What follows belongs to an exercise in optimizing a design on an open flow for small area; a production flow would make more cautious choices. Function was checked by simulation only, so behaviour that the tests miss may differ from the original.

==> flow/design.v <==
`timescale 1ns/1ps
module dcache_top #(
    parameter int NUM_SETS = 4,
    parameter int NUM_WAYS = 4,
    parameter int QUEUE_DEPTH = 4
) (
    input  logic        clock,
    input  logic        reset,
    input  logic        access_valid,
    input  logic        access_write,
    input  logic [1:0]  access_size,
    input  logic [31:0] access_addr,
    input  logic [31:0] access_wdata,
    input  logic        mem_accept,
    input  logic [3:0]  mem_accept_tag,
    input  logic [3:0]  mem_resp_tag,
    input  logic [63:0] mem_resp_block,
    output logic        hit,
    output logic [31:0] rdata,
    output logic        mem_req_valid,
    output logic        mem_req_cmd,
    output logic [31:0] mem_req_addr,
    output logic [63:0] mem_req_block
);
    logic [26:0] tag_q [16];
    logic [63:0] data_q [16];
    logic [7:0]  age_q [16];
    logic [5:0]  lw_q [4];
    logic [15:0] v_q;
    logic [15:0] s_q;
    logic [3:0]  mline_q [1:15];    
    logic [2:0]  hd_q;            
    logic [2:0]  tl_q;
    logic [2:0]  cnt;
    logic [15:0] qidx_q;          
    logic [3:0]  qcmd_q;
    logic [26:0] stag_q [2];
    logic        swp_q;
    logic        srp_q;
    logic [1:0]  acc_set;
    logic [26:0] acc_tag;
    logic [3:0]  sdec;
    assign acc_set = access_addr[4:3];
    assign acc_tag = access_addr[31:5];
    assign sdec = 4'b0001 << acc_set;
    logic [26:0] st [4];
    logic [3:0]  sv, sb, sd;
    logic [3:0]  eq, hv, inf, emp, fe, old, vic;
    for (genvar w = 0; w < 4; w++) begin : g_view
        assign st[w] = ({27{sdec[0]}} & tag_q[w]) | ({27{sdec[1]}} & tag_q[4 + w])
                     | ({27{sdec[2]}} & tag_q[8 + w]) | ({27{sdec[3]}} & tag_q[12 + w]);
        assign sv[w] = |(sdec & {v_q[12 + w], v_q[8 + w], v_q[4 + w], v_q[w]});
        assign sd[w] = |(sdec & {s_q[12 + w], s_q[8 + w], s_q[4 + w], s_q[w]});
        assign sb[w] = ~sv[w] & sd[w];
        assign eq[w] = (st[w] == acc_tag);
        assign hv[w] = sv[w] & eq[w];
        assign inf[w] = sb[w] & eq[w];
        assign emp[w] = ~sv[w] & ~sd[w];
    end
    logic hit_any, in_flight, empty_found, has_victim, queue_space, start_miss, push_store;
    assign hit_any = |hv;
    assign in_flight = |inf;
    assign empty_found = |emp;
    assign has_victim = ~&sb;
    assign hit = access_valid & hit_any;
    assign fe[0] = emp[0];
    assign fe[1] = emp[1] & ~emp[0];
    assign fe[2] = emp[2] & ~emp[1] & ~emp[0];
    assign fe[3] = emp[3] & ~emp[2] & ~emp[1] & ~emp[0];
    logic [5:0] slw;
    assign slw = ({6{sdec[0]}} & lw_q[0]) | ({6{sdec[1]}} & lw_q[1])
               | ({6{sdec[2]}} & lw_q[2]) | ({6{sdec[3]}} & lw_q[3]);
    logic ge01, ge02, ge03, ge12, ge13, ge23;
    assign {ge23, ge13, ge12, ge03, ge02, ge01} = slw;
    assign old[0] = sv[0] & (~sv[1] | ge01) & (~sv[2] | ge02) & (~sv[3] | ge03);
    assign old[1] = sv[1] & (~sv[0] | ~ge01) & (~sv[2] | ge12) & (~sv[3] | ge13);
    assign old[2] = sv[2] & (~sv[0] | ~ge02) & (~sv[1] | ~ge12) & (~sv[3] | ge23);
    assign old[3] = sv[3] & (~sv[0] | ~ge03) & (~sv[1] | ~ge13) & (~sv[2] | ~ge23);
    assign vic = empty_found ? fe : old;
    assign cnt = tl_q - hd_q;
    assign queue_space = ~cnt[2] & ~(cnt[1] & cnt[0]);
    assign start_miss = access_valid & ~hit_any & ~in_flight & has_victim & queue_space;
    assign push_store = start_miss & ~empty_found & |(old & sd);
    logic [1:0] vway;
    assign vway = {vic[3] | vic[2], vic[3] | vic[1]};
    logic [26:0] vtag;
    assign vtag = ({27{old[0]}} & st[0]) | ({27{old[1]}} & st[1])
                | ({27{old[2]}} & st[2]) | ({27{old[3]}} & st[3]);
    logic [7:0] wsel;
    assign wsel = 8'b0000_0001 << {acc_set, access_addr[2]};
    logic [31:0] wrd [4];
    for (genvar w = 0; w < 4; w++) begin : g_rd
        always_comb begin
            wrd[w] = '0;
            for (int k = 0; k < 8; k++) begin
                wrd[w] = wrd[w] | ({32{wsel[k]}} & data_q[(k >> 1) * 4 + w][(k & 1) * 32 +: 32]);
            end
        end
    end
    assign rdata = ({32{hv[0]}} & wrd[0]) | ({32{hv[1]}} & wrd[1])
                 | ({32{hv[2]}} & wrd[2]) | ({32{hv[3]}} & wrd[3]);
    logic [7:0] be;
    always_comb begin
        case (access_size)
            2'd0: be = 8'b0000_0001 << access_addr[2:0];
            2'd1: be = 8'b0000_0011 << {access_addr[2:1], 1'b0};
            2'd2: be = 8'b0000_1111 << {access_addr[2], 2'b00};
            default: be = 8'b0000_0000;
        endcase
    end
    logic [63:0] wlane;
    for (genvar b = 0; b < 8; b++) begin : g_lane
        always_comb begin
            case (access_size)
                2'd0: wlane[b*8 +: 8] = access_wdata[7:0];
                2'd1: wlane[b*8 +: 8] = access_wdata[(b & 1) * 8 +: 8];
                default: wlane[b*8 +: 8] = access_wdata[(b & 3) * 8 +: 8];
            endcase
        end
    end
    logic        resp_any;
    logic [3:0]  rline;
    logic [15:0] clr, z;
    logic [15:0] rdec;
    assign resp_any = |mem_resp_tag;
    always_comb begin
        rline = 4'd0;
        for (int t = 1; t < 16; t++) begin
            rline = rline | ({4{mem_resp_tag == 4'(t)}} & mline_q[t]);
        end
    end
    assign rdec = resp_any ? (16'h0001 << rline) : 16'h0000;
    for (genvar L = 0; L < 16; L++) begin : g_line
        logic touch, wr, res, rfl;
        logic [7:0] wb;
        assign touch = hit & sdec[L / 4] & hv[L % 4];
        assign wr = touch & access_write;
        assign res = start_miss & sdec[L / 4] & vic[L % 4];
        assign rfl = rdec[L];
        assign wb = {8{wr}} & be;
        logic fb;
        assign fb = age_q[L][7] ^ age_q[L][5] ^ age_q[L][4] ^ age_q[L][3];
        assign z[L] = ~|age_q[L][6:0];    
        assign clr[L] = touch | rfl;
        always_ff @(posedge clock) begin
            if (reset) begin
                v_q[L] <= 1'b0;
                s_q[L] <= 1'b0;
            end else if (res) begin
                v_q[L] <= 1'b0;
                s_q[L] <= 1'b1;
            end else if (rfl) begin
                v_q[L] <= 1'b1;
                s_q[L] <= 1'b0;
            end else if (wr) begin
                s_q[L] <= 1'b1;
            end
        end
        always_ff @(posedge clock) begin
            if (clr[L]) age_q[L] <= 8'h01;
            else age_q[L] <= {age_q[L][6:0], fb & ~z[L]};
            if (res) tag_q[L] <= acc_tag;
        end
        for (genvar b = 0; b < 8; b++) begin : g_byte
            logic hold;
            logic wbx;
            assign wbx = wb[b] & ~rfl;
            assign hold = ~rfl & ~wbx;
            always_ff @(posedge clock) begin
                data_q[L][b*8 +: 8] <= ({8{rfl}} & mem_resp_block[b*8 +: 8])
                                     | ({8{wbx}} & wlane[b*8 +: 8])
                                     | ({8{hold}} & data_q[L][b*8 +: 8]);
            end
        end
    end
    for (genvar S = 0; S < 4; S++) begin : g_order
        for (genvar p = 0; p < 6; p++) begin : g_pair
            localparam int LO = (p < 3) ? 0 : (p < 5) ? 1 : 2;
            localparam int HI = (p < 3) ? p + 1 : (p < 5) ? p - 1 : 3;
            always_ff @(posedge clock) begin
                lw_q[S][p] <= clr[S*4 + HI]
                            | (~clr[S*4 + LO] & (lw_q[S][p] | z[S*4 + LO]));
            end
        end
    end
    logic [3:0] hidx;
    logic       hcmd;
    logic       pop;
    logic [3:0] nidx;
    assign hidx = qidx_q[{hd_q[1:0], 2'b00} +: 4];
    assign hcmd = qcmd_q[hd_q[1:0]];
    assign mem_req_valid = (hd_q != tl_q);
    assign pop = mem_accept & mem_req_valid;
    assign nidx = {acc_set, vway};
    always_ff @(posedge clock) begin
        if (reset) begin
            hd_q <= 3'd0;
            tl_q <= 3'd0;
            swp_q <= 1'b0;
            srp_q <= 1'b0;
        end else begin
            if (pop) hd_q <= hd_q + 3'd1;
            tl_q <= tl_q + {2'b00, push_store} + {2'b00, start_miss};
            if (push_store) swp_q <= ~swp_q;
            if (pop && hcmd) srp_q <= ~srp_q;
        end
    end
    for (genvar e = 0; e < 4; e++) begin : g_entry
        logic at_tail, behind_tail;
        assign at_tail = (tl_q[1:0] == 2'(e));
        assign behind_tail = (tl_q[1:0] == 2'(e - 1));
        always_ff @(posedge clock) begin
            if (start_miss && (at_tail || (push_store && behind_tail))) begin
                qcmd_q[e] <= push_store && at_tail;
                qidx_q[4*e +: 4] <= nidx;
            end
        end
    end
    always_ff @(posedge clock) begin
        for (int i = 0; i < 2; i++) begin
            if (push_store && swp_q == 1'(i)) stag_q[i] <= vtag;
        end
        for (int t = 1; t < 16; t++) begin
            if (pop && !hcmd && mem_accept_tag == 4'(t)) mline_q[t] <= hidx;
        end
    end
    logic [15:0] hdec;
    assign hdec = 16'h0001 << hidx;
    always_comb begin
        logic [26:0] ltag;
        ltag = '0;
        mem_req_block = '0;
        for (int L = 0; L < 16; L++) begin
            ltag = ltag | ({27{hdec[L]}} & tag_q[L]);
            mem_req_block = mem_req_block | ({64{hdec[L]}} & data_q[L]);
        end
        mem_req_cmd = hcmd;
        mem_req_addr = {hcmd ? stag_q[srp_q] : ltag, hidx[3:2], 3'b000};
    end
endmodule
Settings: LEC_CHECK=0, CAP_MARGIN=20, CORE_MARGIN=2, CORE_UTILIZATION=40, CTS_BUF_LIST=sky130_fd_sc_hd__clkbuf_8, CTS_CLUSTER_DIAMETER=100, CTS_CLUSTER_SIZE=30, PLACE_DENSITY=0.55, SLEW_MARGIN=20; clock period 16.0 ns.
standard.sh (not shown) runs the stock make flow with config.mk's settings and CLKGATE_MAP_FILE= SYNTH_SCRIPT=/design/flow/synth_recipe.tcl, a recipe that flattens the netlist after the stock synthesis.
==> flow/flow/run.sh <==
#!/bin/bash
# The standard layout (standard.sh) with three changes to how it is made:
# - synthesis maps the logic for area (ABC "dch; map -a", twice) instead of
#   ORFS's delay-oriented script; everything else in synthesis, and so every
#   register, stays as in the standard synthesis;
# - the port buffers use the smallest buffer cell;
# - clock tree synthesis uses clkbuf_8 leaf buffers of at most 12 sinks and
#   adds no dummy loads.
set -euo pipefail
here=$(pwd)
rm -rf "$here/scripts_area"
cp -r "$FLOW_HOME/scripts" "$here/scripts_area"
printf 'strash\ndch -f\nmap -a\nstrash\ndch -f\nmap -a\ntopo\n' > "$here/scripts_area/abc_speed.script"
export BUFFER_PORTS_ARGS="-buffer_cell sky130_fd_sc_hd__buf_1"
export CTS_ARGS="-sink_clustering_enable -repair_clock_nets -buf_list sky130_fd_sc_hd__clkbuf_8 -sink_clustering_size 12 -sink_clustering_max_diameter 100 -dont_use_dummy_load"
SCRIPTS_DIR="$here/scripts_area" bash standard.sh synth > synth.log 2>&1
bash standard.sh > standard.log 2>&1
The baseline ran to the end with no violations.
==> next run, changes <==
==> flow/run.sh (new file) <==
#!/bin/bash
# synth_recipe.tcl (not shown) runs the flow's synth.tcl, then flattens the netlist and writes it again
# the make line also repeats each setting of config.mk as NAME=value (left out here)
make -C /OpenROAD-flow-scripts/flow DESIGN_CONFIG=/design/flow/config.mk WORK_HOME=/design/flow/orfs CLKGATE_MAP_FILE= SYNTH_SCRIPT=/design/flow/synth_recipe.tcl finish
--- a/flow/config.mk
+++ b/flow/config.mk
@@ -12,3 +12,3 @@
 export CTS_CLUSTER_DIAMETER = 100
-export CTS_CLUSTER_SIZE = 30
+export CTS_CLUSTER_SIZE = 12
 export PLACE_DENSITY = 0.55
removed: flow/flow/run.sh
removed: flow/standard.sh
Outcome: The new run finished clean. Critical path depth went down by 6. Global-route usage went down by 11 points. Via count went down by 11%. Sequential cell count stays the same. Area after synthesis went up by 12%. Non-clock buffer count went down by 109.

-- port drivers added, routing unchanged --
No port has a modelled driver above. Below, the same layouts with a new extraction and two added sets of constraints.
Step 1 (the two cells are an assumption about what drives the block):
set clk [get_ports {clock}]
set_driving_cell -lib_cell sky130_fd_sc_hd__clkbuf_16 $clk
set_driving_cell -lib_cell sky130_fd_sc_hd__buf_2 [delete_from_list [all_inputs] $clk]
Step 2 moves the port delays by t, midway between the first and last clock arrival at a register: inputs arrive t later, outputs are due t later. That takes back most of the time a late clock gives input paths.
Slacks: ideal ports / drivers / drivers and shift; pairs: ideal ports / drivers.
| run | shift t [ns] | setup slack, ns | slew at the worst register clock pin (ns) | pins driven straight from the clock port |
|---|---|---|---|---|
| the first run | 1.084 | 2.655 / 2.591 / 2.591 | 0.11 / 0.11 | 1 |
| the second run | 1.081 | 3.789 / 3.739 / 3.739 | 0.11 / 0.11 | 1 |
After both steps every run listed still meets setup and hold. For the first run, which loses most, drivers alone change the setup slack by -0.064 ns; drivers and shift together by -0.064 ns.
